From an optimization exercise on the open Yosys and OpenROAD flow, aimed at small area; shortcuts taken in it are not production practice.
Where RTL was checked, it was by simulation tests only, not by an equivalence proof against the original.
The clock port is modelled as an ideal driver, which makes a skipped or thinned clock tree look cheaper than it is; a real chip needs a root buffer or a tree.
No activity file was given, so power comes from the tool's default toggle rates.

==> module atsc_dc_blocker, before the edit <==
module atsc_dc_blocker #(
    parameter int LOG2_LEN = 6,
    parameter int SR_CTRL  = 132
) (
    input  logic        ce_clk,
    input  logic        ce_rst,
    input  logic        set_stb,
    input  logic [7:0]  set_addr,
    input  logic [31:0] set_data,
    input  logic [31:0] in_tdata,
    input  logic        in_tlast,
    input  logic        in_tvalid,
    output logic        in_tready,
    output logic [31:0] out_tdata,
    output logic        out_tlast,
    output logic        out_tvalid,
    input  logic        out_tready
);
    localparam int N  = 1 << LOG2_LEN;
    localparam int SW = 16 + LOG2_LEN;
    localparam logic [7:0] CTRL_ADDR = 8'(SR_CTRL);
    localparam int KS = 13;   
    localparam int KD = 12;   
    function automatic logic [SW-1:0] csadd(input logic [SW-1:0] a, input logic [SW-1:0] b,
                                            input logic cin, input int K);
        logic c, h, run;
        logic [SW-1:0] r;
        c = cin;
        h = 1'b0;
        for (int k = 0; k < SW; k++) begin
            if (k == K) begin
                h = c;
                c = 1'b0;
            end
            r[k] = a[k] ^ b[k] ^ c;
            c    = (a[k] & b[k]) | (c & (a[k] ^ b[k]));
        end
        run = 1'b1;
        for (int k = 0; k < SW; k++) begin
            if (k < K) begin
                csadd[k] = r[k];
            end else begin
                csadd[k] = r[k] ^ (h & run);
                run      = run & r[k];
            end
        end
    endfunction
    function automatic logic [SW+15:0] comp(input logic [15:0] x, input logic [SW-1:0] base,
                                            input logic mean_en, input logic [15:0] nold);
        logic [SW-1:0] s, c, t, r;
        logic [15:0]   mean, xo, mo, no, res;
        mean = base[SW-1:LOG2_LEN] & {16{mean_en}};
        xo   = x ^ 16'h8000;
        mo   = ~(mean ^ 16'h8000);
        no   = nold ^ 16'h8000;
        r    = csadd({{(SW-16){1'b0}}, xo}, {{(SW-16){1'b0}}, mo}, 1'b1, KD);
        if (r[16] == r[15]) res = r[16] ? 16'h7fff : 16'h8000;
        else                res = r[15:0];
        for (int k = 0; k < 16; k++) begin
            s[k] = base[k] ^ xo[k] ^ no[k];
            c[k] = (base[k] & xo[k]) | (base[k] & no[k]) | (xo[k] & no[k]);
        end
        s[SW-1:16] = base[SW-1:16];
        t = csadd(s, {{(SW-16){~c[15]}}, c[14:0], 1'b1}, 1'b0, KS);
        comp = {res, t};
    endfunction
    function automatic logic [5:0] lfsr_next(input logic [5:0] v);
        lfsr_next = {v[4:0], v[5] ^ v[4]};
    endfunction
    localparam logic [5:0] CNT_ONE = 6'b000001;   
    function automatic logic [5:0] lfsr_after(input int n);
        logic [5:0] v;
        v = CNT_ONE;
        for (int k = 0; k < n; k++) v = lfsr_next(v);
        lfsr_after = v;
    endfunction
    localparam logic [5:0] CNT_LAST = lfsr_after(62);
    logic                    out_tvalid_q;
    logic [31:0]             out_tdata_q;
    logic                    out_tlast_q;
    logic [SW-1:0]           sum_i_q, sum_q_q;
    logic [5:0]              cnt_q;
    logic                    full_q;
    logic                    bypass_q;
    logic                    clear_q;
    logic [31:0]             win [N];
    logic                    accept, ctrl_wr, old_vld;
    logic [SW-1:0]           base_i, base_q;
    logic [15:0]             nold_i, nold_q;
    logic [SW+15:0]          r_i, r_q;
    logic                    unused_bits;
    assign in_tready  = ~out_tvalid_q | out_tready;
    assign accept     = in_tvalid & in_tready;
    assign ctrl_wr    = set_stb & (set_addr == CTRL_ADDR);
    assign out_tdata  = out_tdata_q;
    assign out_tlast  = out_tlast_q;
    assign out_tvalid = out_tvalid_q;
    assign old_vld = full_q & ~clear_q;
    assign base_i  = clear_q ? '0 : sum_i_q;
    assign base_q  = clear_q ? '0 : sum_q_q;
    assign nold_i  = ~({16{old_vld}} & win[N-1][31:16]);
    assign nold_q  = ~({16{old_vld}} & win[N-1][15:0]);
    assign r_i     = comp(in_tdata[31:16], base_i, ~bypass_q, nold_i);
    assign r_q     = comp(in_tdata[15:0],  base_q, ~bypass_q, nold_q);
    assign unused_bits = ^{set_data[31:2]};
    always_ff @(posedge ce_clk or posedge ce_rst) begin
        if (ce_rst) begin
            out_tvalid_q <= 1'b0;
            bypass_q     <= 1'b0;
            clear_q      <= 1'b1;
        end else begin
            out_tvalid_q <= accept | (out_tvalid_q & ~out_tready);
            if (ctrl_wr) bypass_q <= set_data[0];
            clear_q      <= (ctrl_wr & set_data[1]) | (clear_q & ~accept);
        end
    end
    always_ff @(posedge ce_clk) begin
        if (accept) begin
            out_tdata_q <= {r_i[SW+15:SW], r_q[SW+15:SW]};
            out_tlast_q <= in_tlast;
            sum_i_q     <= r_i[SW-1:0];
            sum_q_q     <= r_q[SW-1:0];
            cnt_q       <= clear_q ? CNT_ONE : lfsr_next(cnt_q);
            full_q      <= ~clear_q & (full_q | (cnt_q == CNT_LAST));
            win[0]      <= in_tdata;
            for (int k = 1; k < N; k++) win[k] <= win[k-1];
        end
    end
endmodule
export LEC_CHECK = 0
export CAP_MARGIN = 0
export CORE_MARGIN = 2
export CORE_UTILIZATION = 70
export SLEW_MARGIN = 0
create_clock -name core_clock -period 8.0 [get_ports {ce_clk}]
standard.sh (not shown) runs the stock make flow with config.mk's settings and CLKGATE_MAP_FILE= SYNTH_SCRIPT=/design/flow/synth_recipe.tcl, a recipe that flattens the netlist after the stock synthesis.
==> flow/flow/run.sh <==
#!/bin/bash
# Layout flow: the standard flow (standard.sh) with its own clock tree. Before ORFS's CTS
# step, flow/clock_tree.tcl (through the PRE_CTS_TCL hook, flow/cts_hook.tcl) clusters the
# flip-flops by recursive bisection of their placement and drives each cluster from one clock
# buffer, sized to keep the flip-flop clock-pin slew low; the leaf buffers are driven the same
# way by a balanced tree whose top buffers the clock port drives. Ports get one-unit buffers.
# ORFS reads these settings from the environment. standard.sh's output goes to standard.log
# and each ORFS step keeps its own log under orfs/logs.
set -e
HERE=$(cd "$(dirname "${BASH_SOURCE[0]}")" && pwd)
export PRE_CTS_TCL="$HERE/cts_hook.tcl"
export CT_LEVELS="sky130_fd_sc_hd__clkbuf_8:20:60 sky130_fd_sc_hd__clkbuf_8:8 sky130_fd_sc_hd__clkbuf_16:6 sky130_fd_sc_hd__clkbuf_16:4"
export CT_ROOT_MAX=4
export CT_SLEW_LEAF=0.112
export CT_SLEW_MID=0.150
export BUFFER_PORTS_ARGS="-buffer_cell sky130_fd_sc_hd__buf_1"
bash standard.sh > standard.log 2>&1
Other scripts of this flow, unchanged in this note and not shown: flow/flow/clock_tree.tcl, flow/flow/cts_hook.tcl
Then changed:
--- a/flow/design.v
+++ b/flow/design.v
@@ -17,12 +17,12 @@
     input  logic        out_tready
 );
     localparam int N  = 1 << LOG2_LEN;
     localparam int SW = 16 + LOG2_LEN;
     localparam logic [7:0] CTRL_ADDR = 8'(SR_CTRL);
-    localparam int KS = 13;   
-    localparam int KD = 12;   
+    localparam int KS = 11;   
+    localparam int KD = 9;    
     function automatic logic [SW-1:0] csadd(input logic [SW-1:0] a, input logic [SW-1:0] b,
                                             input logic cin, input int K);
         logic c, h, run;
         logic [SW-1:0] r;
         c = cin;
=> Wire length came out higher by about 1.2%; final cell count grows by 0.98%; die area goes up by 0.35%; via count climbs by 0.69%; global-route usage rose by 0.14 points; worst setup slack improves by 0.69 ns; cell area rose by about 0.36%; sequential share of layout area falls by 0.32 points; total power came out higher by 1.9%; hold slack improved by 0.048 ns.
The RTL of the first run of this note was laid out without a check of its function. No run of this note takes its clock network from TritonCTS; it comes from the design's own scripts or RTL.

static timing again, ports no longer ideal:
The results above use ideal ports. As a check the final layouts listed here were re-extracted and re-timed, cells and wires unchanged. Step 1, drivers: a clkbuf_16 drives ce_clk and a buf_2 each remaining input, both assumed. Step 2 times the ports against the registers' clock, not the clock port: input delays grow and output delays shrink by t, the midpoint of the rising clock arrivals with the driver on. Three values: ideal, step 1, step 2; two values: the first two.
run	t, ns	slack for setup (ns)	cell pins on the clock port's net
the first run	1.023	0.672 / 0.672 / 0.158	3
the second run	1.010	1.358 / 1.358 / 0.961	3
After both steps setup and hold are still met in every run listed. The setup slack of the first run, which loses most, moves by 0.000 ns with the drivers and by -0.514 ns with both steps.
